Source: an optimization exercise on an open RTL-to-GDS flow (aim: small area, a short achievable clock period and few clock cycles per item). Production flows keep margins and buffers that such runs may drop.
Only simulation tests tie the RTL to the original design; equivalence was not proved.

<file path="config.mk">
export PLATFORM = sky130hd
export DESIGN_NAME = mul_div_unit
export DESIGN_NICKNAME = mul_div_unit
export VERILOG_FILES = /design/flow/design.v
export SDC_FILE = /design/flow/constraint.sdc
export NUM_CORES = 4
export LEC_CHECK = 0
export CAP_MARGIN = 20
export CORE_MARGIN = 2
export CORE_UTILIZATION = 40
export CTS_BUF_LIST = sky130_fd_sc_hd__clkbuf_8
export SETUP_SLACK_MARGIN = 2.5
export SLEW_MARGIN = 20
export TNS_END_PERCENT = 0
</file>
<file path="constraint.sdc">
create_clock -name core_clock -period 6.5 [get_ports {clk}]
set_input_delay 1.3000 -clock core_clock [delete_from_list [all_inputs] [get_ports {clk}]]
set_output_delay 1.3000 -clock core_clock [all_outputs]
set_load 0.01 [all_outputs]
</file>
<file path="design.v">
`default_nettype none
module mul_div_unit (
   input  logic        clk,
   input  logic        reset,
   input  logic        req_valid,
   input  logic        req_op,
   input  logic        req_in_1_signed,
   input  logic        req_in_2_signed,
   input  logic        req_out_sel,
   input  logic [31:0] req_in_1,
   input  logic [31:0] req_in_2,
   output logic        req_ready,
   output logic        resp_valid,
   output logic [31:0] resp_result
);
   localparam logic [1:0] PH_STEP = 2'd0;
   localparam logic [1:0] PH_F1   = 2'd1;
   localparam logic [1:0] PH_F2   = 2'd2;
   localparam logic [1:0] PH_F3   = 2'd3;
   logic        busy_q;
   logic [1:0]  ph_q;
   logic [4:0]  cnt_q;
   logic        op_q;       
   logic        sel_q;      
   logic        fa_q;       
   logic        bx_q;       
   logic        nr_q;       
   logic        lead_q;     
   logic        ys1_q, ys2_q, yneg_q, cin_q;
   logic        zs1_q, zs2_q, zneg_q;        
   logic [33:0] acc_q;
   logic [31:0] lo_q;
   logic [31:0] b_q;
   logic        ys1_d, ys2_d, yneg_d, cin_d;
   logic        zs1_d, zs2_d, zneg_d;
   logic [33:0] acc_d;
   logic [31:0] lo_d;
   logic [31:0] b_d;
   logic [1:0]  ph_d;
   logic        done;
   logic        acc_force;
   logic [4:0]  cnt_d;
   logic        lead_d;
   logic        skip;
   function automatic logic [2:0] booth(input logic [2:0] w);
      booth[0] = w[1] ^ w[0];                        
      booth[1] = (w[2] ^ w[1]) & ~(w[1] ^ w[0]);     
      booth[2] = w[2] & ~(w[1] & w[0]);              
   endfunction
   logic [34:0] bext, ymag, zmag, y, z;
   logic [36:0] x, y37, z37, cs_s, cs_c, s;
   logic        q;
   assign bext = {{3{bx_q}}, b_q};
   assign ymag = ({35{ys1_q}} & bext) | ({35{ys2_q}} & {bext[33:0], 1'b0});
   assign zmag = ({35{zs1_q}} & bext) | ({35{zs2_q}} & {bext[33:0], 1'b0});
   assign y    = ymag ^ {35{yneg_q}};
   assign z    = zmag ^ {35{zneg_q}};
   assign x    = {{3{acc_q[33]}}, acc_q};
   assign y37  = {{2{y[34]}}, y};
   assign z37  = {z, zneg_q, cin_q};
   assign cs_s = x ^ y37 ^ z37;
   assign cs_c = {(x[35:0] & y37[35:0]) | (x[35:0] & z37[35:0]) | (y37[35:0] & z37[35:0]), zneg_q};
   assign s    = cs_s + cs_c + {36'd0, zneg_q};
   assign q    = (s[34] == fa_q);
   logic       step, last, in_a_neg, in_b_neg;
   logic [2:0] bd_in, bd_lo, bd_in2, bd_lo2;
   assign step     = (ph_q == PH_STEP);
   assign last     = step & (cnt_q == 5'd0);
   assign in_a_neg = req_in_1_signed & req_in_1[31];
   assign in_b_neg = req_in_1_signed & req_in_2[31];
   assign bd_in    = booth({req_in_1[1:0], 1'b0});
   assign bd_in2   = booth(req_in_1[3:1]);
   assign bd_lo    = booth(lo_q[5:3]);
   assign bd_lo2   = booth(lo_q[7:5]);
   logic zero_acc;
   assign zero_acc = (acc_q == 34'd0);
   logic [31:0] dlen;       
   logic [33:0] vmag;
   always_comb begin
      dlen[31] = b_q[31] ^ bx_q;
      for (int j = 30; j >= 0; j--) dlen[j] = dlen[j+1] | (b_q[j] ^ bx_q);
   end
   assign vmag = acc_q ^ {34{fa_q}};
   assign skip = lead_q & (cnt_q >= 5'd5) & dlen[4] & (vmag[33:27] == 7'd0) &
                 ((vmag[26:0] & ~dlen[31:5]) == 27'd0);
   always_comb begin
      ph_d      = ph_q;
      cnt_d     = cnt_q - 5'd1;
      lead_d    = 1'b0;
      done      = 1'b0;
      ys1_d     = 1'b0;
      ys2_d     = 1'b0;
      yneg_d    = 1'b0;
      cin_d     = 1'b0;
      zs1_d     = 1'b0;
      zs2_d     = 1'b0;
      zneg_d    = 1'b0;
      acc_force = 1'b0;
      b_d       = b_q;
      acc_d     = s[33:0];
      lo_d      = s[31:0];
      case (ph_q)
         PH_STEP: begin
            if (!op_q) begin
               acc_d = {s[36], s[36:4]};
               lo_d  = {s[3:0], lo_q[31:4]};
               {yneg_d, ys2_d, ys1_d} = bd_lo;
               cin_d = bd_lo[2];
               {zneg_d, zs2_d, zs1_d} = bd_lo2;
            end else if (skip) begin
               acc_d     = {acc_q[28:0], lo_q[30:26]};
               lo_d      = {lo_q[26:0], 5'd0};
               cnt_d     = cnt_q - 5'd5;
               lead_d    = 1'b1;
               ys1_d     = 1'b1;
               yneg_d    = (fa_q == bx_q);
               cin_d     = (fa_q == bx_q);
            end else begin
               acc_d  = {s[32:0], lo_q[30]};
               lo_d   = {lo_q[30:0], q};
               ys1_d  = 1'b1;
               yneg_d = (s[34] == bx_q);
               cin_d  = (s[34] == bx_q);
            end
            if (last) begin
               ys2_d  = 1'b0;
               zs1_d  = 1'b0;
               zs2_d  = 1'b0;
               zneg_d = 1'b0;
               ph_d   = PH_F1;
               if (!op_q) begin
                  ys1_d  = fa_q;
                  yneg_d = 1'b0;
                  cin_d  = 1'b0;
                  done   = ~sel_q;
               end else begin
                  acc_d  = s[33:0];
                  ys1_d  = s[34];
                  yneg_d = s[34] & bx_q;
                  cin_d  = s[34] & bx_q;
                  done   = ~sel_q & ~fa_q & ~nr_q;
               end
            end
         end
         PH_F1: begin
            if (!op_q) begin
               done = 1'b1;
            end else if (sel_q) begin
               done = ~fa_q;
               ph_d = PH_F2;
            end else begin
               b_d = lo_q;
               if (fa_q) begin
                  ph_d = PH_F2;
               end else begin
                  ph_d      = PH_F3;
                  acc_force = 1'b1;
                  ys1_d     = 1'b1;
                  yneg_d    = nr_q;
                  cin_d     = nr_q;
               end
            end
         end
         PH_F2: begin
            ph_d = PH_F3;
            if (sel_q) begin
               ys1_d  = ~zero_acc;
               yneg_d = ~zero_acc & ~bx_q;
               cin_d  = ~zero_acc & ~bx_q;
            end else begin
               acc_force = 1'b1;
               ys1_d     = 1'b1;
               yneg_d    = nr_q;
               cin_d     = nr_q ^ zero_acc;
            end
         end
         default: begin
            done = 1'b1;
         end
      endcase
   end
   always_ff @(posedge clk) begin
      if (reset) begin
         busy_q     <= 1'b0;
         req_ready  <= 1'b1;
         resp_valid <= 1'b0;
      end else if (!busy_q) begin
         busy_q     <= req_valid;
         req_ready  <= ~req_valid;
         resp_valid <= 1'b0;
      end else begin
         busy_q     <= ~done;
         req_ready  <= done;
         resp_valid <= done;
      end
   end
   always_ff @(posedge clk) begin
      if (!busy_q) begin
         ph_q   <= PH_STEP;
         cnt_q  <= req_op ? 5'd31 : 5'd7;
         op_q   <= req_op;
         sel_q  <= req_out_sel;
         fa_q   <= req_op ? in_a_neg : (~req_in_1_signed & req_in_1[31]);
         bx_q   <= (req_op ? req_in_1_signed : req_in_2_signed) & req_in_2[31];
         nr_q   <= (in_a_neg ^ in_b_neg) & (req_in_2 != 32'd0);
         lead_q <= req_op & (req_in_2 != 32'd0);
         if (req_op) begin
            ys1_q  <= 1'b1;
            ys2_q  <= 1'b0;
            yneg_q <= ~(in_a_neg ^ in_b_neg);
            cin_q  <= ~(in_a_neg ^ in_b_neg);
            {zneg_q, zs2_q, zs1_q} <= 3'b000;
         end else begin
            {yneg_q, ys2_q, ys1_q} <= bd_in;
            cin_q  <= bd_in[2];
            {zneg_q, zs2_q, zs1_q} <= bd_in2;
         end
         acc_q  <= {{33{req_op & in_a_neg}}, req_op & req_in_1[31]};
         lo_q   <= req_in_1;
         b_q    <= req_in_2;
      end else begin
         ph_q   <= ph_d;
         cnt_q  <= cnt_d;
         lead_q <= lead_d;
         ys1_q  <= ys1_d;
         ys2_q  <= ys2_d;
         yneg_q <= yneg_d;
         cin_q  <= cin_d;
         zs1_q  <= zs1_d;
         zs2_q  <= zs2_d;
         zneg_q <= zneg_d;
         acc_q  <= acc_force ? 34'd0 : acc_d;
         lo_q   <= lo_d;
         b_q    <= b_d;
      end
   end
   assign resp_result = lo_q;
endmodule
`default_nettype wire
</file>
<file path="flow/run.sh">
#!/bin/bash
# The standard layout (the standard.sh: ORFS synthesis to final layout), with the
# input and output port buffers made from sky130_fd_sc_hd__buf_1 instead of the cell
# buffer_ports picks on its own. Everything else is the standard flow unchanged.
set -euo pipefail
export BUFFER_PORTS_ARGS="-buffer_cell sky130_fd_sc_hd__buf_1"
bash standard.sh > standard_flow.log 2>&1
</file>
<file path="standard.sh">
#!/bin/bash
# synth_recipe.tcl (not shown) runs the flow's synth.tcl, then flattens the netlist and writes it again
# the make line also repeats each setting of config.mk as NAME=value (left out here)
make -C /OpenROAD-flow-scripts/flow DESIGN_CONFIG=/design/flow/config.mk WORK_HOME=/design/flow/orfs CLKGATE_MAP_FILE= SYNTH_SCRIPT=/design/flow/synth_recipe.tcl "${@:-finish}"
</file>
==> results of run 1 <==
==> logic make-up after synthesis <==
family                     count (synthesis)  synth area share, %
AOI/OAI and AO/OA                        450                27.09
muxes                                     76                7.096
adders and majority gates                 87                11.84
and+or+nand+nor                          324                13.53
xor gates and xnor gates                 135                10.40
buffers and inverters                    151                5.642
DFF                                      121                24.40
==> final cells by class <==
cell class | instances | area, um^2 | share of cell area (%)
Clock buffer | 17 | 234.0 | 1.752
Clock inverter | 15 | 202.7 | 1.517
Inverter | 50 | 187.7 | 1.405
Multi-Input combinational cell | 1073 | 8512 | 63.72
Sequential cell | 121 | 2816 | 21.08
Tap cell | 378 | 473.0 | 3.541
Timing Repair Buffer | 164 | 932.1 | 6.978
==> cells in the final DEF, fill, tap and decap left out, drive strengths merged, types with 6 or more instances in the layout <==
master and instances:
nor2b 14, o22ai 22, a31oi 11, o221ai 9
a21oi 85, nand2b 8, clkinv 7, xor2 28
buf 164, o31ai 7, inv 53, a22oi 80
nor2 103, nor4 21, nor3 15, a221oi 6
fa 36, a211o 16, and3 11, mux2i 35
a21o 21, o21ai 73, o211ai 23, o311ai 9
nand4 10, or3 11, o2111ai 10, dfxtp 84
o21a 8, a211oi 35, clkbuf 17, edfxtp 37
nand2 92, mux2 41, nand3 20, ha 49
xnor2 107
==> metrics by stage <==
stage,hold WS [ns],worst slack (ns),instance area (um^2)
6_report,0.4074,2.409,13360
5_1_grt,0.4704,2.267,13360
4_1_cts,0.4096,2.426,12950
3_5_place_dp,0.3888,1.497,12030
3_3_place_gp,0.3859,1.537,12030
2_1_floorplan,0.3753,2.496,11460
==> sequential cells by signal, summed over array words and instances, names as in the netlist, 2 cells and up <==
name   cells
lo_q      32
acc_q     34
cnt_q      5
b_q       32
ph_q       2
==> worst paths after layout <==
kind                       startpoint                   to  slack, ns  cells after the start
setup / recovery     b_q[1]$_DFFE_PP_    acc_q[12]$_DFF_P_       2.41                     16
hold / removal    cnt_q[0]$_SDFF_PN1_  cnt_q[0]$_SDFF_PN1_       0.41                      1
setup reg to reg     b_q[1]$_DFFE_PP_    acc_q[12]$_DFF_P_       2.41                     16
hold reg to reg   cnt_q[0]$_SDFF_PN1_  cnt_q[0]$_SDFF_PN1_       0.41                      1
==> per-layer routing <==
layer | up-vias | part of all wire, % | track usage [%] | wire [um]
met5 | - | 0.024 | 0 | 10
li1 | 5159 | - | - | -
met3 | 89 | 8.6 | 3.496 | 3616
met4 | 2 | 3.4 | 10.03 | 1419
met2 | 621 | 44 | 41.72 | 18620
met1 | 5559 | 44 | 38.46 | 18500
==> what timing repair did <==
item / in CTS / in global routing
setup buffers: 19 / 20
setup endpoints to repair: 65 / 43
hold buffers: 0 / 0
gates resized for setup: 65 / 39
gates cloned: 1 / 0
pin swaps: 8 / 16
==> flow_summary.json, run 1 <==
{
  "grt_pass1_vias": 10650,
  "ys_ff_latch": 121,
  "ant_nets": 0,
  "port_buffers": 104,
  "fillers": 2693,
  "synth.distinct_cells": 77,
  "period_needed_ns": 4.091,
  "dr.pass1.iters": 6,
  "synth_warnings": 1,
  "cts.sinks": 121,
  "die_h_um": 173.1,
  "grt_pass1_wl_mm": 63.69,
  "min_period_over_period_pct": 62.94,
  "cpMostUsedCell": "inv_1",
  "slew_viol_final": 0,
  "synth_top_area_cell": "dfxtp_1",
  "utilization_pct": 47.69,
  "io-pin-count": 105,
  "critPathLaunchType": "flop",
  "hold_class": "reg2reg",
  "synth_area_um2": 11440,
  "synthCells": 1344,
  "final_cells": 1818,
  "cp_top_family": "compound AO/OA/AOI/OAI gates",
  "setup_violations": 0,
  "clkTransAtPathRegs_ns": 0.08,
  "dieArea_um2": 29980,
  "synth.most_common_cell": "xnor2_1",
  "arrival_ns": 4.41,
  "worst_pin_slew_ns": 0.9576,
  "crit_type": "reg2reg",
  "slowest_delay_ns": 0.49,
  "gp_congestion": 0.9211,
  "synthArstFlopShare_pct": 0,
  "cap_violations": 0,
  "status": "finished clean",
  "antennaDiodeCount": 0,
  "dpl.cell_count": 1745,
  "critPathMaxFanout": 3,
  "clock.fmax_mhz": 244.4,
  "drc": 0,
  "seq_area_frac_synth_pct": 24.40,
  "insertion_delay_ns": 0.45,
  "cp_slowest_cell": "edfxtp_1",
  "rsz0062_at_grt": "true",
  "cts_tree": "yes",
  "area_delta_synth_final_pct": 16.73,
  "vias_per_cell": 6.287,
  "antenna_found_initial": 1,
  "wl_per_cell_um": 23.19,
  "worst-path-buf-inv": 2,
  "dpl.hpwl_mm": 30.56,
  "drive_gt1_share_pct": 15.35,
  "clk_path_buf_depth": 2,
  "drt_iter0_drc": 1110,
  "rows": 61,
  "fin_nets": 1583,
  "endpoint_kind": "flop",
  "gr-total-overflow": 0,
  "numCtsBuffers": 17,
  "grt_max_degree": 85,
  "dieWidth_um": 173.1,
  "ys_top_cells_by_area": "dfxtp_1, edfxtp_1, xnor2_1",
  "slew_headroom_pct": 36.01,
  "vias": 11430,
  "cts_root_buffer": "clkbuf_8",
  "avgSynthCellArea_um2": 8.514,
  "synth_commonest_cells": "xnor2_1, nor2_1, nand2_1, a21oi_1, dfxtp_1",
  "initial_utilization_pct": 40.85,
  "wl_mm": 42.17,
  "syn-num-nets": 1500,
  "yosys_most_used_dff": "dfxtp_1",
  "synth_edf_count": 37,
  "crit_chain": "a22oi_1 -> xnor2_1 -> inv_1 -> fa_1 -> inv_1 -> ha_1 -> o211ai_1 -> a21oi_2 -> o21ai_2 -> o21bai_1 -> a21o_1 -> a211oi_2 -> nor2_1 -> mux2i_1 -> a211oi_1 -> or3_1",
  "finClkSkew_ns": 0.01752,
  "yosys.area.top_type_share_pct": 14.69,
  "hold_viol": 0,
  "grt.total_usage_pct": 27.01,
  "tns_ns": 0,
  "core_area_um2": 28010,
  "required_ns": 6.82,
  "htreeDepth": 4
}
Testbench counts, summed over its fixed seeds: cycles 31,433, items 2,400.
==> run 2: changes to the inputs <==
--- a/config.mk
+++ b/config.mk
@@ -7,8 +7,8 @@
 export LEC_CHECK = 0
 export CAP_MARGIN = 20
 export CORE_MARGIN = 2
-export CORE_UTILIZATION = 40
+export CORE_UTILIZATION = 60
 export CTS_BUF_LIST = sky130_fd_sc_hd__clkbuf_8
-export SETUP_SLACK_MARGIN = 2.5
+export SETUP_SLACK_MARGIN = 3.0
 export SLEW_MARGIN = 20
 export TNS_END_PERCENT = 0
==> flow_summary.json, run 2 <==
{
  "period_needed_ns": 3.998,
  "slew_headroom_pct": 29.95,
  "clkTransAtPathRegs_ns": 0.08,
  "place_ws_ns": 1.754,
  "dpl.cell_count": 1602,
  "seq_area_frac_synth_pct": 24.40,
  "avgSynthCellArea_um2": 8.514,
  "required_ns": 6.82,
  "synthArstFlopShare_pct": 0,
  "hold_class": "reg2reg",
  "slew_viol_final": 0,
  "clock.fmax_mhz": 250.1,
  "cts.sinks": 121,
  "synth.distinct_cells": 77,
  "critPathMaxFanout": 8,
  "status": "finished clean",
  "syn-num-nets": 1500,
  "register_area_um2": 2813,
  "wl_mm": 41.82,
  "numCtsBuffers": 17,
  "rsz0062_at_grt": "true",
  "synth_commonest_cells": "xnor2_1, nor2_1, nand2_1, a21oi_1, dfxtp_1",
  "layout_commonest_cell": "buf_1",
  "critPathLaunchType": "flop",
  "die_h_um": 142.1,
  "initial_utilization_pct": 61.18,
  "crit_type": "reg2reg",
  "cap_violations": 0,
  "cts_root_buffer": "clkbuf_8",
  "biggestRegsByFlops": "acc_q x34, b_q x32, lo_q x32",
  "insertion_delay_ns": 0.45,
  "setup_slack_ns": 2.502,
  "vias": 11790,
  "rows": 50,
  "htreeDepth": 4,
  "placed_area_um2": 11980,
  "grt_pass1_wl_mm": 63.31,
  "regMostFlops": "acc_q",
  "endpoint_kind": "flop",
  "final_cells": 1683,
  "antennaDiodeCount": 0,
  "cts_tree": "yes",
  "gp_congestion": 0.9673,
  "synth_top_area_cell": "dfxtp_1",
  "clk_path_buf_depth": 2,
  "dieArea_um2": 20190,
  "dpl.hpwl_mm": 29.25,
  "io-pin-count": 105,
  "multiInputGateArea_um2": 8801,
  "dr.pass1.iters": 7,
  "synth_warnings": 1,
  "yosys_most_used_dff": "dfxtp_1",
  "hold_viol": 0,
  "synthCells": 1344,
  "yosys.area.top_type_share_pct": 14.69,
  "finClkSkew_ns": 0.01317,
  "area_delta_synth_final_pct": 18.54,
  "setup_violations": 0,
  "core_area_um2": 18710,
  "drt_iter0_drc": 1493,
  "fillers": 1488,
  "ys_top_cells_by_area": "dfxtp_1, edfxtp_1, xnor2_1",
  "gr-total-overflow": 0,
  "layout_common_cells": "buf_1, nor2_1, xnor2_1",
  "ys_ff_latch": 121,
  "arrival_ns": 4.32,
  "final_area_um2": 13570,
  "vias_per_cell": 7.002,
  "port_buffers": 104,
  "min_period_over_period_pct": 61.50,
  "worst_pin_slew_ns": 1.050,
  "synth.most_common_cell": "xnor2_1",
  "drive_gt1_share_pct": 18.22,
  "grt_max_degree": 67,
  "drc": 0,
  "wl_per_cell_um": 24.85,
  "grt.total_usage_pct": 41.01,
  "fin_nets": 1592,
  "tns_ns": 0,
  "synth_edf_count": 37,
  "dieWidth_um": 142.1,
  "largest_reg_flops": 34,
  "ff2ff_setup_slack_ns": 2.50,
  "antenna_found_initial": 0,
  "synth_area_um2": 11440,
  "ant_nets": 0,
  "grt_pass1_vias": 10920
}
## run 2: cell counts after synthesis
No cell type changed its count.
## run 2: routing by layer
layer	vias to the layer above	part of all wire, %	GRT usage (%)
met4	0	3.9	14.58
met2	878	42	60.13
li1	5191	-	-
met1	5595	41	58.91
met3	121	13	9.892
met5	-	0	0
## run 2: worst max-delay path: stages, from the launching register on
cell and delay, ns:
edfxtp_1 0.57, a22oi_1 0.27, xnor2_1 0.19, fa_1 0.51
ha_4 0.34, nand2_2 0.11, nor4_4 0.24, buf_4 0.16
nand2_1 0.08, o21ai_4 0.25, o2111ai_2 0.15, and3_1 0.17
a311o_2 0.44, and2_1 0.19, o22ai_1 0.14, a21oi_1 0.07
## run 2: final timing paths
check / start / end / depth (start not counted)
min: cnt_q[0]$_SDFF_PN1_ / cnt_q[0]$_SDFF_PN1_ / 1
min reg2reg: cnt_q[0]$_SDFF_PN1_ / cnt_q[0]$_SDFF_PN1_ / 1
max reg2reg: b_q[17]$_DFFE_PP_ / acc_q[32]$_DFF_P_ / 15
max: b_q[17]$_DFFE_PP_ / acc_q[32]$_DFF_P_ / 15
## run 2: cell type report
type / count / share of cell area (%)
Clock buffer: 17 / 1.725
Clock inverter: 15 / 1.300
Inverter: 50 / 1.411
Multi-Input combinational cell: 1073 / 64.88
Sequential cell: 121 / 20.73
Tap cell: 234 / 2.158
Timing Repair Buffer: 173 / 7.794
## run 2: timing repair
action                                  in CTS  in global routing
buffers inserted                            38                  9
hold buffers                                 0                  0
endpoints found under the setup margin      66                 70
gates resized for setup                    108                 24
cloned                                       2                  0
pin swaps                                   41                 12
## run 2: stage by stage
step	util [%]	hold WS, ns
2_1_floorplan	-	0.3753
3_3_place_gp	63.96	0.3845
3_5_place_dp	64.02	0.3933
4_1_cts	71.39	0.4116
5_1_grt	72.52	0.4356
6_report	72.52	0.4057
## run 2: kinds of logic after synthesis
| kind of cell | Yosys count | synth area share, % |
|---|---|---|
| AOI/OAI and AO/OA | 450 | 27.09 |
| and+or+nand+nor | 324 | 13.53 |
| DFF | 121 | 24.40 |
| buffers and inverters | 151 | 5.642 |
| adders and majority gates | 87 | 11.84 |
| muxes | 76 | 7.096 |
| xor gates and xnor gates | 135 | 10.40 |
==> run 3: changes to the inputs <==
--- a/config.mk
+++ b/config.mk
@@ -7,8 +7,9 @@
 export LEC_CHECK = 0
 export CAP_MARGIN = 20
 export CORE_MARGIN = 2
-export CORE_UTILIZATION = 60
+export CORE_UTILIZATION = 40
 export CTS_BUF_LIST = sky130_fd_sc_hd__clkbuf_8
+export GPL_TIMING_DRIVEN = 1
 export SETUP_SLACK_MARGIN = 3.0
 export SLEW_MARGIN = 20
 export TNS_END_PERCENT = 0
==> flow_summary.json, run 3 <==
{
  "initial_utilization_pct": 40.85,
  "grt_max_degree": 83,
  "area_delta_synth_final_pct": 18.57,
  "crit_type": "reg2reg",
  "grt.total_usage_pct": 27.03,
  "dieWidth_um": 173.1,
  "setup_violations": 0,
  "drc": 0,
  "htreeDepth": 4,
  "gp_congestion": 0.9105,
  "hold_class": "reg2reg",
  "synth_warnings": 1,
  "cts_root_buffer": "clkbuf_8",
  "seq_area_frac_synth_pct": 24.40,
  "rows": 61,
  "dpl.hpwl_mm": 30.50,
  "ff2ff_setup_slack_ns": 2.42,
  "cts.sinks": 121,
  "gr-total-overflow": 0,
  "synthCells": 1344,
  "fin_nets": 1584,
  "period_needed_ns": 4.085,
  "place_ws_ns": 1.451,
  "endpoint_kind": "flop",
  "min_period_over_period_pct": 62.84,
  "antenna_found_initial": 0,
  "synth_commonest_cells": "xnor2_1, nor2_1, nand2_1, a21oi_1, dfxtp_1",
  "clock.fmax_mhz": 244.8,
  "dr.pass1.iters": 5,
  "insertion_delay_ns": 0.45,
  "fillers": 2719,
  "numCtsBuffers": 17,
  "ys_ff_latch": 121,
  "worst_pin_slew_ns": 1.267,
  "worstSetupEndpoint": "acc_q[32]$_DFF_P_",
  "multiInputGateArea_um2": 8743,
  "layout_commonest_cell": "buf_1",
  "critPathLaunchType": "flop",
  "vias_per_cell": 6.300,
  "synth.most_common_cell": "xnor2_1",
  "reg2reg_depth": 16,
  "grt_pass1_wl_mm": 63.62,
  "port_buffers": 104,
  "utilization_pct": 48.44,
  "synth_area_um2": 11440,
  "yosys.area.top_type_share_pct": 14.69,
  "io-pin-count": 105,
  "clkTransAtPathRegs_ns": 0.07,
  "grt_pass1_vias": 10730,
  "die_h_um": 173.1,
  "wl_per_cell_um": 23.19,
  "cap_violations": 0,
  "synth_top_area_cell": "dfxtp_1",
  "crit_start": "b_q[14]$_DFFE_PP_",
  "drt_iter0_drc": 1141,
  "yosys_most_used_dff": "dfxtp_1",
  "layout_common_cells": "buf_1, nor2_1, xnor2_1",
  "wl_mm": 42.18,
  "setup_slack_ns": 2.415,
  "hold_viol": 0,
  "regMostFlops": "acc_q",
  "cts_tree": "yes",
  "required_ns": 6.79,
  "clk_path_buf_depth": 2,
  "ant_nets": 0,
  "slew_headroom_pct": 15.20,
  "ys_top_cells_by_area": "dfxtp_1, edfxtp_1, xnor2_1",
  "status": "finished clean",
  "register_area_um2": 2809,
  "rsz0062_at_grt": "true",
  "drive_gt1_share_pct": 17.42,
  "dieArea_um2": 29980,
  "arrival_ns": 4.37,
  "slew_viol_final": 0,
  "core_area_um2": 28010,
  "largest_reg_flops": 34,
  "tns_ns": 0,
  "r2r_start": "b_q[14]$_DFFE_PP_",
  "finClkSkew_ns": 0.01706,
  "synth_edf_count": 37,
  "syn-num-nets": 1500,
  "critPathMaxFanout": 7,
  "synthArstFlopShare_pct": 0,
  "avgSynthCellArea_um2": 8.514,
  "vias": 11460,
  "synth.distinct_cells": 77,
  "r2r_end": "acc_q[32]$_DFF_P_",
  "antennaDiodeCount": 0,
  "biggestRegsByFlops": "acc_q x34, b_q x32, lo_q x32"
}
-- run 3: cell counts after synthesis --
Identical to the previous run, type by type.
-- run 3: metal layers --
layer / GRT usage, % / vias to the layer above / wire [um]
met3: 3.430 / 77 / 3585
li1: - / 5163 / -
met2: 42.17 / 629 / 18870
met1: 38.33 / 5590 / 18450
met5: 0 / - / 0
met4: 9.710 / 0 / 1273
-- run 3: how the worst min path moves through the flow --
stage,start,endpoint,slack [ns],cells past startpoint
2_1_floorplan,cnt_q[0]$_SDFF_PN1_,cnt_q[0]$_SDFF_PN1_,0.38,1
3_3_place_gp,cnt_q[0]$_SDFF_PN1_,cnt_q[0]$_SDFF_PN1_,0.39,1
4_1_cts,cnt_q[0]$_SDFF_PN1_,cnt_q[0]$_SDFF_PN1_,0.41,1
5_1_grt,cnt_q[0]$_SDFF_PN1_,cnt_q[0]$_SDFF_PN1_,0.42,1
6_report,cnt_q[0]$_SDFF_PN1_,cnt_q[0]$_SDFF_PN1_,0.40,1
3_5_place_dp,cnt_q[0]$_SDFF_PN1_,cnt_q[0]$_SDFF_PN1_,0.39,1
-- run 3: timing repair --
item,in CTS,in global routing
setup endpoints to repair,73,65
gates resized for setup,84,49
hold buffers,0,0
cloned,1,0
pin swaps,36,29
buffers inserted,26,16
-- run 3: worst max-delay path: stages (launching register included) --
cell       delay, ns
edfxtp_1        0.55
buf_6           0.19
a22oi_2         0.20
xnor2_2         0.17
fa_2            0.49
ha_4            0.33
nand2_4         0.06
nor4_4          0.29
buf_4           0.18
nand2_2         0.07
o21ai_4         0.26
o2111ai_2       0.16
and3_1          0.20
a311o_2         0.44
and2_4          0.17
o22ai_2         0.10
a21oi_2         0.04
-- run 3: cell families after synthesis --
kind of cell	share of synthesized area, %
xor+xnor	10.40
fa+ha+maj	11.84
simple gates	13.53
compound gates	27.09
buf+inv	5.642
flops	24.40
mux	7.096
-- run 3: final cells by class --
type,instances,area share (%)
Multi-Input combinational cell,1073,64.44
Sequential cell,121,20.70
Timing Repair Buffer,165,6.990
Tap cell,378,3.486
Clock buffer,20,2.029
Inverter,50,1.383
Clock inverter,12,0.9683
-- run 3: per-stage QoR --
step | area, um^2 | hold slack (ns) | instances
2_1_floorplan | 11650 | 0.3753 | 1344
3_5_place_dp | 12130 | 0.3911 | 1744
6_report | 13570 | 0.4001 | 1819
3_3_place_gp | 12130 | 0.3889 | 1744
5_1_grt | 13570 | 0.4243 | 1819
4_1_cts | 13210 | 0.4072 | 1803
==> run 4: changes to the inputs <==
--- a/config.mk
+++ b/config.mk
@@ -5,11 +5,11 @@
 export SDC_FILE = /design/flow/constraint.sdc
 export NUM_CORES = 4
 export LEC_CHECK = 0
+export ABC_AREA = 1
 export CAP_MARGIN = 20
 export CORE_MARGIN = 2
 export CORE_UTILIZATION = 40
 export CTS_BUF_LIST = sky130_fd_sc_hd__clkbuf_8
-export GPL_TIMING_DRIVEN = 1
 export SETUP_SLACK_MARGIN = 3.0
 export SLEW_MARGIN = 20
 export TNS_END_PERCENT = 0
==> flow_summary.json, run 4 <==
{
  "reg2reg_depth": 20,
  "area_delta_synth_final_pct": 21.64,
  "fin_nets": 2080,
  "crit_chain": "clkinvlp_4 -> buf_4 -> o22ai_1 -> xor2_1 -> fa_1 -> ha_4 -> nand2_1 -> nor2_2 -> inv_1 -> nor3_4 -> nand2_1 -> nor2_2 -> nor2_2 -> o21ai_2 -> xor2_2 -> buf_4 -> o221ai_1 -> o21ai_1 -> nand2_1 -> nand2_1",
  "hold_viol": 0,
  "regMostFlops": "acc_q",
  "tns_ns": 0,
  "ys_top_cells_by_area": "nand2_1, dfxtp_1, edfxtp_1",
  "yosys_most_used_dff": "dfxtp_1",
  "setup_violations": 0,
  "dpl.hpwl_mm": 36.96,
  "ff2ff_setup_slack_ns": 2.44,
  "clk_path_buf_depth": 2,
  "synth_warnings": 1,
  "synth_top_area_cell": "nand2_1",
  "synth_commonest_cells": "nand2_1, inv_1, nor2_1, o21ai_0",
  "synth.most_common_cell": "nand2_1",
  "hold_class": "reg2reg",
  "gp_congestion": 0.9828,
  "synth_edf_count": 37,
  "vias_per_cell": 5.970,
  "ant_nets": 0,
  "slew_headroom_pct": 39.24,
  "layout_commonest_cell": "nand2_1",
  "yosys.area.top_type_share_pct": 14.20,
  "gr-total-overflow": 0,
  "rows": 63,
  "insertion_delay_ns": 0.46,
  "cp_slowest_cell": "fa_1",
  "r2r_end": "acc_q[18]$_DFF_P_",
  "numCtsBuffers": 17,
  "syn-num-nets": 1965,
  "vias": 13890,
  "dpl.cell_count": 2231,
  "layout_common_cells": "nand2_1, inv_1, nor2_1",
  "synthArstFlopShare_pct": 0,
  "slew_viol_final": 0,
  "min_period_over_period_pct": 62.39,
  "antenna_found_initial": 0,
  "io-pin-count": 105,
  "largest_reg_flops": 34,
  "dieArea_um2": 31540,
  "htreeDepth": 4,
  "dr.pass1.iters": 6,
  "antennaDiodeCount": 0,
  "cts.sinks": 121,
  "grt_max_degree": 76,
  "drive_gt1_share_pct": 15.07,
  "grt_pass1_wl_mm": 75.47,
  "clock.fmax_mhz": 246.6,
  "slowest_delay_ns": 0.51,
  "drc": 0,
  "endpoint_kind": "flop",
  "biggestRegsByFlops": "acc_q x34, b_q x32, lo_q x32",
  "critPathMaxFanout": 5,
  "port_buffers": 104,
  "core_area_um2": 29640,
  "critPathLaunchType": "flop",
  "cts_tree": "yes",
  "grt_pass1_vias": 12950,
  "period_needed_ns": 4.055,
  "utilization_pct": 49.47,
  "crit_start": "zs1_q$_DFF_P_",
  "die_h_um": 177.6,
  "required_ns": 6.89,
  "drt_iter0_drc": 1379,
  "wl_per_cell_um": 21.85,
  "initial_utilization_pct": 40.67,
  "cpMostUsedCell": "nand2_1",
  "seq_area_frac_synth_pct": 23.17,
  "cap_violations": 0,
  "ys_ff_latch": 121,
  "crit_type": "reg2reg",
  "wl_mm": 50.85,
  "arrival_ns": 4.45,
  "worst_pin_slew_ns": 0.9085,
  "rsz0062_at_grt": "true",
  "status": "finished clean",
  "avgSynthCellArea_um2": 6.663,
  "hold_slack_ns": 0.4203,
  "dieWidth_um": 177.6,
  "grt.total_usage_pct": 31.71,
  "synth_area_um2": 12050,
  "synthCells": 1809,
  "cts_root_buffer": "clkbuf_8",
  "synth.distinct_cells": 54,
  "final_cells": 2327,
  "finClkSkew_ns": 0.01565,
  "clkTransAtPathRegs_ns": 0.07,
  "r2r_start": "zs1_q$_DFF_P_",
  "worstSetupEndpoint": "acc_q[18]$_DFF_P_"
}
==> run 4: cell types whose count changed after synthesis, sizes merged, moves of 50 or more <==
cell and delta:
o21ai +97, nor2 +50, nand3 +76, inv +137, xnor2 -93, nand2 +367
xor2 +68, a22oi -77, o22ai +50
==> run 4: cell type report <==
type | count | area (um^2)
sequential | 121 | 2819
inverter | 187 | 716.9
timing repair inverter | 4 | 30.03
clock buffer | 17 | 234.0
timing repair buffer | 180 | 1030
fill | 3041 | 14980
multi-input combinational | 1413 | 9155
clock inverter | 15 | 188.9
tap | 390 | 488.0
==> run 4: per-stage QoR <==
step	instance area (um^2)	worst slack (ns)
global route	14660	2.267
CTS	14080	2.671
floorplan	12060	2.895
global placement	12640	1.719
detailed placement	12640	1.683
finish	14660	2.445
==> run 4: repair_timing <==
action | CTS | global route
setup endpoints to repair | 69 | 66
gates cloned | 5 | 1
resized for setup | 135 | 74
hold buffers | 0 | 0
buffers inserted | 35 | 22
pin swaps | 30 | 50
==> run 4: worst min path at each step <==
stage                              startpoint             endpoint  slack [ns]  cells past startpoint
after detailed placement  cnt_q[0]$_SDFF_PN1_  cnt_q[0]$_SDFF_PN1_        0.41                      1
after global routing      cnt_q[0]$_SDFF_PN1_  cnt_q[0]$_SDFF_PN1_        0.43                      1
after CTS                 cnt_q[0]$_SDFF_PN1_  cnt_q[0]$_SDFF_PN1_        0.43                      1
after global placement    cnt_q[0]$_SDFF_PN1_  cnt_q[0]$_SDFF_PN1_        0.40                      1
final                     cnt_q[0]$_SDFF_PN1_  cnt_q[0]$_SDFF_PN1_        0.42                      1
after floorplan           cnt_q[0]$_SDFF_PN1_  cnt_q[0]$_SDFF_PN1_        0.39                      1
==> run 4: worst max-delay path: cells and delay by family, from the launching register on <==
| family | cells | cell delay (ns) |
|---|---|---|
| buf+inv | 4 | 0.60 |
| fa+ha+maj | 2 | 0.83 |
| flops | 1 | 0.43 |
| compound gates | 4 | 0.67 |
| xor+xnor | 2 | 0.52 |
| simple gates | 8 | 0.92 |
==> run 4: per-layer routing <==
metal / vias up / track usage, % / share of wire, %
met5: - / 0 / 0
met4: 0 / 17.14 / 5.7
met3: 144 / 4.606 / 9.5
met2: 854 / 48.76 / 44
met1: 6576 / 42.79 / 41
li1: 6318 / - / -
==> run 4: cells by family (layout without fill, tap and decap cells) <==
family                   Yosys count  count (layout)  share of synthesized area [%]
AND/OR/NAND/NOR                  770             770                          26.42
flip-flops                       121             121                          23.17
XOR/XNOR                         110             110                          7.993
adder cells (fa/ha/maj)           85              85                          11.07
AO/OA/AOI/OAI                    448             448                          21.91
buffers and inverters            275             403                          9.436
==> run 5: changes to the inputs <==
--- a/config.mk
+++ b/config.mk
@@ -5,11 +5,12 @@
 export SDC_FILE = /design/flow/constraint.sdc
 export NUM_CORES = 4
 export LEC_CHECK = 0
-export ABC_AREA = 1
 export CAP_MARGIN = 20
 export CORE_MARGIN = 2
 export CORE_UTILIZATION = 40
 export CTS_BUF_LIST = sky130_fd_sc_hd__clkbuf_8
+export CTS_CLUSTER_DIAMETER = 150
+export CTS_CLUSTER_SIZE = 40
 export SETUP_SLACK_MARGIN = 3.0
 export SLEW_MARGIN = 20
 export TNS_END_PERCENT = 0
==> flow_summary.json, run 5 <==
{
  "hold_viol": 0,
  "ant_nets": 0,
  "io-pin-count": 105,
  "synth_xor_area_share_pct": 10.40,
  "grt_pass1_wl_mm": 63.62,
  "grt_pass1_vias": 10730,
  "period_needed_ns": 4.085,
  "vias_per_cell": 6.300,
  "synth.most_common_cell": "xnor2_1",
  "synthAdderAreaFrac_pct": 11.84,
  "arrival_ns": 4.37,
  "cts_tree": "yes",
  "antennaDiodeCount": 0,
  "slew_viol_final": 0,
  "crit_type": "reg2reg",
  "gp_congestion": 0.9105,
  "multiInputGateArea_um2": 8743,
  "tns_ns": 0,
  "hold_class": "reg2reg",
  "insertion_delay_ns": 0.45,
  "worstSetupEndpoint": "acc_q[32]$_DFF_P_",
  "avgSynthCellArea_um2": 8.514,
  "worst_pin_slew_ns": 1.267,
  "vias": 11460,
  "yosys.area_share.simple_pct": 13.53,
  "synth_edf_count": 37,
  "synth_compound_area_share_pct": 27.09,
  "rows": 61,
  "layout_commonest_cell": "buf_1",
  "wl_mm": 42.18,
  "synth_top_family_by_area": "compound AO/OA/AOI/OAI gates",
  "endpoint_kind": "flop",
  "slowest_delay_ns": 0.55,
  "drive_gt1_share_pct": 17.42,
  "grt_max_degree": 83,
  "port_buffers": 104,
  "cts.sinks": 121,
  "cap_violations": 0,
  "core_area_um2": 28010,
  "largest_reg_flops": 34,
  "ys_ff_latch": 121,
  "final_area_um2": 13570,
  "fin_nets": 1584,
  "r2r_end": "acc_q[32]$_DFF_P_",
  "cp_num_cells": 16,
  "ff2ff_setup_slack_ns": 2.42,
  "gr-total-overflow": 0,
  "placed_area_um2": 12130,
  "synth_area_um2": 11440,
  "r2r_start": "b_q[14]$_DFFE_PP_",
  "clock.fmax_mhz": 244.8,
  "crit_chain": "buf_6 -> a22oi_2 -> xnor2_2 -> fa_2 -> ha_4 -> nand2_4 -> nor4_4 -> buf_4 -> nand2_2 -> o21ai_4 -> o2111ai_2 -> and3_1 -> a311o_2 -> and2_4 -> o22ai_2 -> a21oi_2",
  "synth.distinct_cells": 77,
  "slew_headroom_pct": 15.20,
  "dr.pass1.iters": 5,
  "register_area_um2": 2809,
  "dpl.hpwl_mm": 30.50,
  "dieArea_um2": 29980,
  "yosys.area.top_type_share_pct": 14.69,
  "min_period_over_period_pct": 62.84,
  "seq_area_frac_synth_pct": 24.40,
  "numCtsBuffers": 17,
  "clk_path_buf_depth": 2,
  "synthMuxAreaShare_pct": 7.096,
  "synthArstFlopShare_pct": 0,
  "setup_violations": 0,
  "wl_per_cell_um": 23.19,
  "regMostFlops": "acc_q",
  "critPathMaxFanout": 7,
  "fillers": 2719,
  "initial_utilization_pct": 40.85,
  "biggestRegsByFlops": "acc_q x34, b_q x32, lo_q x32",
  "drt_iter0_drc": 1141,
  "worst-path-buf-inv": 2,
  "antenna_found_initial": 0,
  "drc": 0,
  "synth_top_area_cell": "dfxtp_1",
  "clkTransAtPathRegs_ns": 0.07,
  "synthCells": 1344,
  "rsz0062_at_grt": "true",
  "crit_start": "b_q[14]$_DFFE_PP_",
  "cp_slowest_cell": "edfxtp_1",
  "finClkSkew_ns": 0.01706,
  "cp_top_family": "compound AO/OA/AOI/OAI gates",
  "cts_root_buffer": "clkbuf_8",
  "die_h_um": 173.1,
  "critPathLaunchType": "flop",
  "syn-num-nets": 1500,
  "grt.total_usage_pct": 27.03,
  "hold_slack_ns": 0.4001,
  "synth_warnings": 1,
  "yosys_most_used_dff": "dfxtp_1",
  "ys_top_cells_by_area": "dfxtp_1, edfxtp_1, xnor2_1",
  "status": "finished clean",
  "required_ns": 6.79,
  "synth_commonest_cells": "xnor2_1, nor2_1, nand2_1, a21oi_1, dfxtp_1",
  "area_delta_synth_final_pct": 18.57,
  "layout_common_cells": "buf_1, nor2_1, xnor2_1",
  "dieWidth_um": 173.1,
  "reg2reg_depth": 16,
  "htreeDepth": 4
}
-- run 5: cell count changes after synthesis, sizes merged, moves of 68 or more --
| cell | before | now |
|---|---|---|
| a22oi | 3 | 80 |
| inv | 187 | 50 |
| nand2 | 459 | 92 |
| nand3 | 96 | 20 |
| o21ai | 170 | 73 |
| xnor2 | 14 | 107 |
| xor2 | 96 | 28 |
-- run 5: kinds of logic after synthesis --
kind of cell / Yosys count
buffers and inverters: 151
multiplexers: 76
AO/OA/AOI/OAI: 450
flip-flops: 121
AND/OR/NAND/NOR: 324
XOR/XNOR: 135
adder cells (fa/ha/maj): 87
-- run 5: metal layers --
layer / part of all wire, % / GRT usage [%] / vias to the layer above
met1: 44 / 38.33 / 5590
li1: - / - / 5163
met2: 45 / 42.17 / 629
met3: 8.5 / 3.430 / 77
met5: 0 / 0 / -
met4: 3.0 / 9.710 / 0
-- run 5: final cells by class --
| class | instances | share of cell area, % |
|---|---|---|
| Timing Repair Buffer | 165 | 6.990 |
| Sequential cell | 121 | 20.70 |
| Multi-Input combinational cell | 1073 | 64.44 |
| Tap cell | 378 | 3.486 |
| Clock buffer | 20 | 2.029 |
| Inverter | 50 | 1.383 |
| Clock inverter | 12 | 0.9683 |
-- run 5: per-stage QoR --
step                      utilization (%)  std cells  setup WS (ns)
final                               48.44       1819          2.415
after detailed placement            43.32       1744          1.451
after global placement              43.32       1744          1.422
after global routing                48.44       1819          2.322
after CTS                           47.16       1803          2.596
after floorplan                         -       1344          2.815
-- run 5: worst min path at each step --
| stage | start | slack (ns) | endpoint | cells after the start |
|---|---|---|---|---|
| after floorplan | cnt_q[0]$_SDFF_PN1_ | 0.38 | cnt_q[0]$_SDFF_PN1_ | 1 |
| after global placement | cnt_q[0]$_SDFF_PN1_ | 0.39 | cnt_q[0]$_SDFF_PN1_ | 1 |
| after detailed placement | cnt_q[0]$_SDFF_PN1_ | 0.39 | cnt_q[0]$_SDFF_PN1_ | 1 |
| after CTS | cnt_q[0]$_SDFF_PN1_ | 0.41 | cnt_q[0]$_SDFF_PN1_ | 1 |
| after global routing | cnt_q[0]$_SDFF_PN1_ | 0.42 | cnt_q[0]$_SDFF_PN1_ | 1 |
| final | cnt_q[0]$_SDFF_PN1_ | 0.40 | cnt_q[0]$_SDFF_PN1_ | 1 |
-- run 5: what timing repair did --
item | 4_1_cts | 5_1_grt
pin swaps | 36 | 29
gates cloned | 1 | 0
hold endpoints to repair | 0 | 0
hold buffers | 0 | 0
setup endpoints to repair | 73 | 65
setup buffers | 26 | 16
gates resized for setup | 84 | 49
==> run 6: changes to the inputs <==
--- a/config.mk
+++ b/config.mk
@@ -9,8 +9,6 @@
 export CORE_MARGIN = 2
 export CORE_UTILIZATION = 40
 export CTS_BUF_LIST = sky130_fd_sc_hd__clkbuf_8
-export CTS_CLUSTER_DIAMETER = 150
-export CTS_CLUSTER_SIZE = 40
 export SETUP_SLACK_MARGIN = 3.0
 export SLEW_MARGIN = 20
-export TNS_END_PERCENT = 0
+export TNS_END_PERCENT = 5
==> flow_summary.json, run 6 <==
{
  "layout_common_cells": "buf_1, nor2_1, buf_4",
  "clock.fmax_mhz": 246.9,
  "dieArea_um2": 29980,
  "regMostFlops": "acc_q",
  "status": "finished clean",
  "avgSynthCellArea_um2": 8.514,
  "ys_ff_latch": 121,
  "layout_commonest_cell": "buf_1",
  "grtUsageMet2_pct": 44.30,
  "hold_viol": 0,
  "period_needed_ns": 4.051,
  "critPathMaxFanout": 5,
  "slew_viol_final": 0,
  "yosys_most_used_dff": "dfxtp_1",
  "top_usage_layer": "met2",
  "cts_tree": "yes",
  "ctsHoldBuffers": 0,
  "arrival_ns": 4.35,
  "grt.total_usage_pct": 28.38,
  "hold_class": "reg2reg",
  "synth_warnings": 1,
  "synth_area_um2": 11440,
  "hold_slack_ns": 0.4079,
  "r2r_end": "ys1_q$_DFF_P_",
  "rows": 61,
  "initial_utilization_pct": 40.85,
  "slew_headroom_pct": 30.74,
  "fin_nets": 1634,
  "die_h_um": 173.1,
  "critPathLaunchType": "flop",
  "wl_per_cell_um": 23.66,
  "cts_root_buffer": "clkbuf_8",
  "port_buffers": 104,
  "synthArstFlopShare_pct": 0,
  "synth.most_common_cell": "xnor2_1",
  "io-pin-count": 105,
  "hold_path_end": "cnt_q[0]$_SDFF_PN1_",
  "synth_commonest_cells": "xnor2_1, nor2_1, nand2_1, a21oi_1, dfxtp_1",
  "grt_max_degree": 86,
  "drt_iter0_drc": 1197,
  "ant_nets": 0,
  "dpl.hpwl_mm": 30.47,
  "clk_path_buf_depth": 2,
  "seq_area_frac_synth_pct": 24.40,
  "dieWidth_um": 173.1,
  "synth.distinct_cells": 77,
  "vias": 11890,
  "cts.sinks": 121,
  "worst_pin_slew_ns": 1.028,
  "ys_top_cells_by_area": "dfxtp_1, edfxtp_1, xnor2_1",
  "cap_violations": 0,
  "required_ns": 6.80,
  "synth_top_area_cell": "dfxtp_1",
  "antennaDiodeCount": 0,
  "reg2reg_depth": 15,
  "gp_congestion": 0.9343,
  "r2r_start": "b_q[3]$_DFFE_PP_",
  "numCtsBuffers": 17,
  "hold_depth": 1,
  "largest_reg_flops": 34,
  "dr.pass1.iters": 7,
  "min_period_over_period_pct": 62.32,
  "endpoint_kind": "flop",
  "antenna_found_initial": 0,
  "htreeDepth": 4,
  "vias_per_cell": 6.363,
  "ff2ff_setup_slack_ns": 2.45,
  "core_area_um2": 28010,
  "synthCells": 1344,
  "placed_area_um2": 12160,
  "grtUsageMet3_pct": 3.870,
  "setup_violations": 0,
  "holdCritStartpoint": "cnt_q[0]$_SDFF_PN1_",
  "tns_ns": 0,
  "grt_pass1_vias": 11310,
  "drive_gt1_share_pct": 22.00,
  "insertion_delay_ns": 0.43,
  "crit_type": "reg2reg",
  "drc": 0,
  "final_area_um2": 14200,
  "grt_pass1_wl_mm": 67.09,
  "biggestRegsByFlops": "acc_q x34, b_q x32, lo_q x32",
  "gr-total-overflow": 0,
  "synth_edf_count": 37,
  "wl_mm": 44.22,
  "yosys.area.top_type_share_pct": 14.69,
  "met1_usage_pct": 39.81,
  "finClkSkew_ns": 0.01479,
  "clkTransAtPathRegs_ns": 0.08,
  "syn-num-nets": 1500,
  "area_delta_synth_final_pct": 24.13,
  "rsz0062_at_grt": "true"
}
-- run 6: layout make-up --
class	instances	area, um^2
timing repair buffer	215	1341
multi-input combinational	1073	8939
sequential	121	2816
clock buffer	20	275.3
tap	378	473.0
clock inverter	12	172.7
inverter	50	187.7
fill	2599	13810
-- run 6: critical path, stage by stage, from the launching register on --
cell and delay [ns]:
edfxtp_1 0.51, buf_4 0.20, a22oi_1 0.20, xnor2_1 0.21, fa_1 0.52, ha_4 0.32
o21ai_2 0.06, a21oi_2 0.20, o211ai_4 0.14, a21o_1 0.22, a31o_4 0.25, o21ai_4 0.26
xnor2_4 0.20, a31oi_1 0.13, a221oi_1 0.36, o31ai_1 0.12
-- run 6: layer usage --
layer / vias up / routed length (um)
li1: 5263 / -
met1: 5764 / 19090
met2: 754 / 19400
met3: 111 / 3988
met4: 0 / 1736
met5: - / 0
-- run 6: kinds of logic (layout without fill, tap and decap cells) --
| logic type | Yosys count | after routing | share of synthesized area, % |
|---|---|---|---|
| AO/OA/AOI/OAI | 450 | 450 | 27.09 |
| AND/OR/NAND/NOR | 324 | 325 | 13.53 |
| buffers and inverters | 151 | 297 | 5.642 |
| XOR/XNOR | 135 | 135 | 10.40 |
| flip-flops | 121 | 121 | 24.40 |
| adder cells (fa/ha/maj) | 87 | 87 | 11.84 |
| multiplexers | 76 | 76 | 7.096 |
-- run 6: repair_timing --
item | CTS | global route
gates resized for setup | 114 | 41
buffers inserted | 72 | 21
cloned | 1 | 0
pin swaps | 75 | 33
endpoints found under the hold margin | 0 | 0
setup endpoints to repair | 70 | 65
-- run 6: through the flow --
stage          util (%)  cells  worst slack, ns
2_1_floorplan         -   1344            2.815
3_3_place_gp      43.40   1742            1.433
3_5_place_dp      43.40   1742            1.460
4_1_cts           49.31   1847            2.659
5_1_grt           50.71   1869            2.357
6_report          50.71   1869            2.449
-- run 6: how the worst max path moves through the flow --
stage / cells past startpoint / endpoint / slack (ns) / startpoint
2_1_floorplan: 16 / acc_q[27]$_DFF_P_ / 2.81 / ys1_q$_DFF_P_
6_report: 15 / ys1_q$_DFF_P_ / 2.45 / b_q[3]$_DFFE_PP_
3_5_place_dp: 13 / acc_q[17]$_DFF_P_ / 1.46 / ys1_q$_DFF_P_
5_1_grt: 15 / acc_q[24]$_DFF_P_ / 2.36 / b_q[3]$_DFFE_PP_
3_3_place_gp: 14 / acc_q[17]$_DFF_P_ / 1.43 / ys1_q$_DFF_P_
4_1_cts: 15 / ys1_q$_DFF_P_ / 2.66 / b_q[4]$_DFFE_PP_
==> run 7: changes to the inputs <==
--- a/config.mk
+++ b/config.mk
@@ -7,8 +7,9 @@
 export LEC_CHECK = 0
 export CAP_MARGIN = 20
 export CORE_MARGIN = 2
-export CORE_UTILIZATION = 40
+export CORE_UTILIZATION = 55
 export CTS_BUF_LIST = sky130_fd_sc_hd__clkbuf_8
+export PLACE_DENSITY = 0.75
 export SETUP_SLACK_MARGIN = 3.0
 export SLEW_MARGIN = 20
-export TNS_END_PERCENT = 5
+export TNS_END_PERCENT = 0
==> flow_summary.json, run 7 <==
{
  "synthCells": 1344,
  "io-pin-count": 105,
  "ant_nets": 0,
  "clkTransAtPathRegs_ns": 0.08,
  "ys_top_cells_by_area": "dfxtp_1, edfxtp_1, xnor2_1",
  "crit_type": "reg2reg",
  "synth.distinct_cells": 77,
  "rows": 52,
  "cp_top_family": "compound AO/OA/AOI/OAI gates",
  "biggestRegsByFlops": "acc_q x34, b_q x32, lo_q x32",
  "clock.fmax_mhz": 241.3,
  "seq_area_frac_synth_pct": 24.40,
  "drc": 0,
  "drt_iter0_drc": 1707,
  "final_cells": 1747,
  "worst_pin_slew_ns": 1.060,
  "setup_violations": 0,
  "htreeDepth": 4,
  "ctsHoldBuffers": 0,
  "min_period_over_period_pct": 63.75,
  "hold_slack_ns": 0.4137,
  "antenna_found_initial": 1,
  "antennaDiodeCount": 0,
  "drive_gt1_share_pct": 20.11,
  "avgSynthCellArea_um2": 8.514,
  "wl_per_cell_um": 24.93,
  "synth_top_area_cell": "dfxtp_1",
  "hold_viol": 0,
  "yosys.area.top_type_share_pct": 14.69,
  "fillers": 1577,
  "reg2reg_depth": 15,
  "r2r_start": "b_q[15]$_DFFE_PP_",
  "place_ws_ns": 1.595,
  "syn-num-nets": 1500,
  "synth_warnings": 1,
  "slowest_delay_ns": 0.54,
  "setup_slack_ns": 2.357,
  "insertion_delay_ns": 0.45,
  "grt_max_degree": 65,
  "dr.pass1.iters": 6,
  "cpMostUsedCell": "xnor2_2",
  "numCtsBuffers": 17,
  "grt_pass1_wl_mm": 61.84,
  "critPathLaunchType": "flop",
  "worst-path-buf-inv": 2,
  "crit_chain": "a22oi_2 -> xnor2_2 -> fa_1 -> ha_4 -> clkinvlp_4 -> nor4_4 -> nand2_1 -> a21o_1 -> a31o_4 -> o21ai_4 -> xnor2_2 -> buf_6 -> a31oi_4 -> a221oi_2 -> o31ai_2",
  "dieWidth_um": 148.2,
  "dpl.hpwl_mm": 28.46,
  "largest_reg_flops": 34,
  "clk_path_buf_depth": 2,
  "finClkSkew_ns": 0.01739,
  "grt.total_usage_pct": 36.26,
  "final_area_um2": 13830,
  "cts.sinks": 121,
  "synthArstFlopShare_pct": 0,
  "hold_class": "reg2reg",
  "slew_viol_final": 0,
  "arrival_ns": 4.46,
  "grt_pass1_vias": 10970,
  "cts_tree": "yes",
  "synth_commonest_cells": "xnor2_1, nor2_1, nand2_1, a21oi_1, dfxtp_1",
  "tns_ns": 0,
  "regMostFlops": "acc_q",
  "dieArea_um2": 21980,
  "required_ns": 6.82,
  "fin_nets": 1620,
  "status": "finished clean",
  "yosys_most_used_dff": "dfxtp_1",
  "period_needed_ns": 4.143,
  "synth_area_um2": 11440,
  "layout_common_cells": "buf_1, nor2_1, nand2_1, xnor2_1, buf_4",
  "hold_path_end": "cnt_q[0]$_SDFF_PN1_",
  "cp_slowest_cell": "edfxtp_1",
  "synth.most_common_cell": "xnor2_1",
  "synth_edf_count": 37,
  "gp_congestion": 0.9499,
  "placed_area_um2": 11990,
  "vias": 12340,
  "die_h_um": 148.2,
  "gr-total-overflow": 0,
  "cap_violations": 0,
  "dpl.cell_count": 1635,
  "r2r_end": "ys1_q$_DFF_P_",
  "endpoint_kind": "flop",
  "wl_mm": 43.56,
  "utilization_pct": 68.11,
  "hold_depth": 1,
  "critPathMaxFanout": 5,
  "cts_root_buffer": "clkbuf_8",
  "slew_headroom_pct": 28.82,
  "holdCritStartpoint": "cnt_q[0]$_SDFF_PN1_",
  "rsz0062_at_grt": "true",
  "area_delta_synth_final_pct": 20.82,
  "core_area_um2": 20300,
  "ys_ff_latch": 121,
  "port_buffers": 104,
  "ff2ff_setup_slack_ns": 2.36,
  "vias_per_cell": 7.062,
  "layout_commonest_cell": "buf_1",
  "initial_utilization_pct": 56.37
}
-- run 7: worst max-delay path by stage --
stage                                    to  slack [ns]               from  cells after the start
after global placement    acc_q[17]$_DFF_P_        1.61      zs1_q$_DFF_P_                     14
after CTS                     ys1_q$_DFF_P_        2.52   b_q[2]$_DFFE_PP_                     17
after floorplan           acc_q[27]$_DFF_P_        2.81      ys1_q$_DFF_P_                     16
after detailed placement  acc_q[17]$_DFF_P_        1.59      zs1_q$_DFF_P_                     14
after global routing          ys1_q$_DFF_P_        2.20  b_q[15]$_DFFE_PP_                     15
final                         ys1_q$_DFF_P_        2.36  b_q[15]$_DFFE_PP_                     15
-- run 7: logic make-up (layout without fill, tap and decap cells) --
kind of cell	count (synthesis)	count (layout)	synth area share [%]
AOI/OAI and AO/OA	450	450	27.09
DFF	121	121	24.40
buffers and inverters	151	282	5.642
muxes	76	76	7.096
and+or+nand+nor	324	326	13.53
adders and majority gates	87	87	11.84
xor gates and xnor gates	135	135	10.40
-- run 7: final cells by class --
type | count | area (um^2) | area share [%]
Tap cell | 270 | 337.8 | 2.443
Clock inverter | 15 | 201.4 | 1.457
Clock buffer | 17 | 234.0 | 1.692
Sequential cell | 121 | 2816 | 20.37
Inverter | 50 | 191.4 | 1.385
Timing Repair Buffer | 200 | 1239 | 8.959
Multi-Input combinational cell | 1074 | 8806 | 63.69
-- run 7: routing by layer --
metal | up-vias | wire, um | global-route usage (%)
met5 | - | 30 | 0
li1 | 5235 | - | -
met1 | 5728 | 16230 | 50.27
met3 | 254 | 5711 | 6.718
met2 | 1118 | 18650 | 55.02
met4 | 2 | 2931 | 16.81
-- run 7: worst register-to-register path: stages (launching register included) --
cell and delay, ns:
edfxtp_1 0.54, a22oi_2 0.30, xnor2_2 0.16, fa_1 0.53
ha_4 0.35, clkinvlp_4 0.13, nor4_4 0.38, nand2_1 0.08
a21o_1 0.21, a31o_4 0.27, o21ai_4 0.20, xnor2_2 0.14
buf_6 0.17, a31oi_4 0.10, a221oi_2 0.35, o31ai_2 0.12
-- run 7: what timing repair did --
action / 4_1_cts / 5_1_grt
buffers inserted: 34 / 43
resized for setup: 60 / 70
endpoints found under the hold margin: 0 / 0
setup endpoints to repair: 73 / 71
gates cloned: 2 / 0
pin swaps: 21 / 54
==> run 8: changes to the inputs <==
--- a/config.mk
+++ b/config.mk
@@ -7,9 +7,8 @@
 export LEC_CHECK = 0
 export CAP_MARGIN = 20
 export CORE_MARGIN = 2
-export CORE_UTILIZATION = 55
+export CORE_UTILIZATION = 50
 export CTS_BUF_LIST = sky130_fd_sc_hd__clkbuf_8
-export PLACE_DENSITY = 0.75
 export SETUP_SLACK_MARGIN = 3.0
 export SLEW_MARGIN = 20
 export TNS_END_PERCENT = 0
==> flow_summary.json, run 8 <==
{
  "status": "finished clean",
  "finClkSkew_ns": 0.01771,
  "synth_edf_count": 37,
  "required_ns": 6.85,
  "ant_nets": 0,
  "gr-total-overflow": 0,
  "synth_top_area_cell": "dfxtp_1",
  "worstSetupEndpoint": "lo_q[25]$_DFF_P_",
  "cp_num_cells": 16,
  "layout_common_cells": "buf_1, nor2_1, nand2_1",
  "cp_top_family": "compound AO/OA/AOI/OAI gates",
  "synthArstFlopShare_pct": 0,
  "drc": 0,
  "cp_slowest_cell": "edfxtp_1",
  "min_period_over_period_pct": 60.15,
  "ff2ff_setup_slack_ns": 2.59,
  "port_buffers": 104,
  "worst_pin_slew_ns": 1.124,
  "layout_commonest_cell": "buf_1",
  "avgSynthCellArea_um2": 8.514,
  "grt_pass1_wl_mm": 64.58,
  "synth_commonest_cells": "xnor2_1, nor2_1, nand2_1, a21oi_1, dfxtp_1",
  "core_area_um2": 22570,
  "ys_ff_latch": 121,
  "endpoint_kind": "flop",
  "crit_start": "b_q[15]$_DFFE_PP_",
  "r2r_end": "lo_q[25]$_DFF_P_",
  "setup_slack_ns": 2.590,
  "vias": 11840,
  "critPathMaxFanout": 5,
  "die_h_um": 155.3,
  "drive_gt1_share_pct": 23.32,
  "slowest_delay_ns": 0.55,
  "cap_violations": 0,
  "dpl.hpwl_mm": 30.36,
  "cts_tree": "yes",
  "synth_area_um2": 11440,
  "period_needed_ns": 3.910,
  "initial_utilization_pct": 50.70,
  "critPathLaunchType": "flop",
  "tns_ns": 0,
  "worst-path-buf-inv": 3,
  "cts_root_buffer": "clkbuf_8",
  "setup_violations": 0,
  "biggestRegsByFlops": "acc_q x34, b_q x32, lo_q x32",
  "yosys.area.top_type_share_pct": 14.69,
  "crit_chain": "a22oi_1 -> xnor2_1 -> fa_1 -> ha_4 -> nand2_2 -> nor4_4 -> buf_4 -> nand2_2 -> o21ai_4 -> buf_4 -> o41ai_4 -> o21ai_2 -> nor2_2 -> buf_4 -> xnor2_4 -> a211o_1",
  "gp_congestion": 0.8976,
  "regMostFlops": "acc_q",
  "largest_reg_flops": 34,
  "synthCells": 1344,
  "ys_top_cells_by_area": "dfxtp_1, edfxtp_1, xnor2_1",
  "crit_type": "reg2reg",
  "reg2reg_depth": 16,
  "grtUsageMet3_pct": 5.292,
  "antenna_found_initial": 0,
  "dieArea_um2": 24110,
  "synth_warnings": 1,
  "fin_nets": 1627,
  "top_usage_layer": "met1",
  "slew_headroom_pct": 24.82,
  "area_delta_synth_final_pct": 24.16,
  "ctsHoldBuffers": 0,
  "grt_pass1_vias": 10720,
  "insertion_delay_ns": 0.46,
  "cts.sinks": 121,
  "vias_per_cell": 6.694,
  "wl_per_cell_um": 25.01
}
==> run 8: cell counts after synthesis <==
No cell type changed its count.
==> run 8: cells by family after synthesis <==
group | after synthesis | share of synthesized area, %
AO/OA/AOI/OAI | 450 | 27.09
XOR/XNOR | 135 | 10.40
adder cells (fa/ha/maj) | 87 | 11.84
buffers and inverters | 151 | 5.642
flip-flops | 121 | 24.40
multiplexers | 76 | 7.096
AND/OR/NAND/NOR | 324 | 13.53
==> run 8: worst min path at each step <==
stage / startpoint / endpoint / slack (ns) / cells after the start
5_1_grt: cnt_q[0]$_SDFF_PN1_ / cnt_q[0]$_SDFF_PN1_ / 0.43 / 1
2_1_floorplan: cnt_q[0]$_SDFF_PN1_ / cnt_q[0]$_SDFF_PN1_ / 0.38 / 1
3_3_place_gp: cnt_q[0]$_SDFF_PN1_ / cnt_q[0]$_SDFF_PN1_ / 0.38 / 1
6_report: cnt_q[0]$_SDFF_PN1_ / cnt_q[0]$_SDFF_PN1_ / 0.41 / 1
3_5_place_dp: cnt_q[0]$_SDFF_PN1_ / cnt_q[0]$_SDFF_PN1_ / 0.39 / 1
4_1_cts: cnt_q[0]$_SDFF_PN1_ / cnt_q[0]$_SDFF_PN1_ / 0.41 / 1
==> run 8: area by class of cell <==
type                       instances  area (um^2)
clock inverter                    10        101.3
clock buffer                      22        302.8
tap                              285        356.6
multi-input combinational       1073         9130
sequential                       121         2816
fill                            1921         8363
timing repair buffer             208         1310
inverter                          50        191.4
==> run 8: per-layer routing <==
metal | vias to the layer above | wire length, um
li1 | 5247 | -
met1 | 5722 | 19520
met2 | 766 | 18690
met3 | 107 | 4504
met4 | 0 | 1529
met5 | - | 0
==> run 8: timing repair <==
item | in CTS | in global routing
endpoints found under the setup margin | 70 | 65
setup buffers | 39 | 41
cloned | 2 | 1
resized for setup | 103 | 95
pin swaps | 40 | 77
endpoints found under the hold margin | 0 | 0
==> run 8: metrics by stage <==
step	util, %	cell area, um^2	hold slack [ns]
after floorplan	-	11650	0.3753
after global placement	53.35	12040	0.3848
after detailed placement	53.35	12040	0.3928
after CTS	59.07	13330	0.4101
after global routing	62.95	14210	0.4336
final	62.95	14210	0.4088
==> run 8: worst register-to-register path, cell delays in order, from the launching register on <==
cell	delay [ns]
edfxtp_1	0.55
a22oi_1	0.31
xnor2_1	0.19
fa_1	0.50
ha_4	0.33
nand2_2	0.10
nor4_4	0.25
buf_4	0.17
nand2_2	0.06
o21ai_4	0.20
buf_4	0.17
o41ai_4	0.09
o21ai_2	0.24
nor2_2	0.08
buf_4	0.16
xnor2_4	0.15
a211o_1	0.26

-- port drivers added, routing unchanged --
The results above use ideal ports. As a check the final layouts listed here were re-extracted and re-timed, cells and wires unchanged.
Step 1, drivers: a clkbuf_16 drives clk and a buf_2 each remaining input, both assumed.
Step 2 moves the port delays by t, midway between the first and last clock arrival at a register: inputs arrive t later, outputs are due t later. That takes back most of the time a late clock gives input paths.
Three values: no drivers, after step 1, after step 2; two values: the first two.
| run | t, ns | setup slack, ns | hold WS [ns] | clock arrival spread, ns | worst data-port slew with drivers (ns) |
|---|---|---|---|---|---|
| run 1 | 0.477 | 2.409 / 2.409 / 2.409 | 0.407 / 0.407 / 0.407 | 0.018 / 0.017 | 0.04 |
| run 2 | 0.486 | 2.502 / 2.502 / 2.502 | 0.406 / 0.406 / 0.406 | 0.014 / 0.013 | 0.04 |
| run 3 | 0.486 | 2.415 / 2.415 / 2.415 | 0.400 / 0.400 / 0.400 | 0.017 / 0.017 | 0.07 |
| run 4 | 0.490 | 2.445 / 2.445 / 2.445 | 0.420 / 0.420 / 0.420 | 0.016 / 0.015 | 0.04 |
| run 5 | 0.486 | 2.415 / 2.415 / 2.415 | 0.400 / 0.400 / 0.400 | 0.017 / 0.017 | 0.07 |
| run 6 | 0.466 | 2.449 / 2.449 / 2.449 | 0.408 / 0.408 / 0.408 | 0.014 / 0.015 | 0.05 |
| run 7 | 0.479 | 2.357 / 2.357 / 2.357 | 0.414 / 0.414 / 0.414 | 0.018 / 0.017 | 0.04 |
| run 8 | 0.489 | 2.590 / 2.590 / 2.590 | 0.409 / 0.409 / 0.409 | 0.018 / 0.018 | 0.06 |
After both steps setup and hold are still met in every run listed.
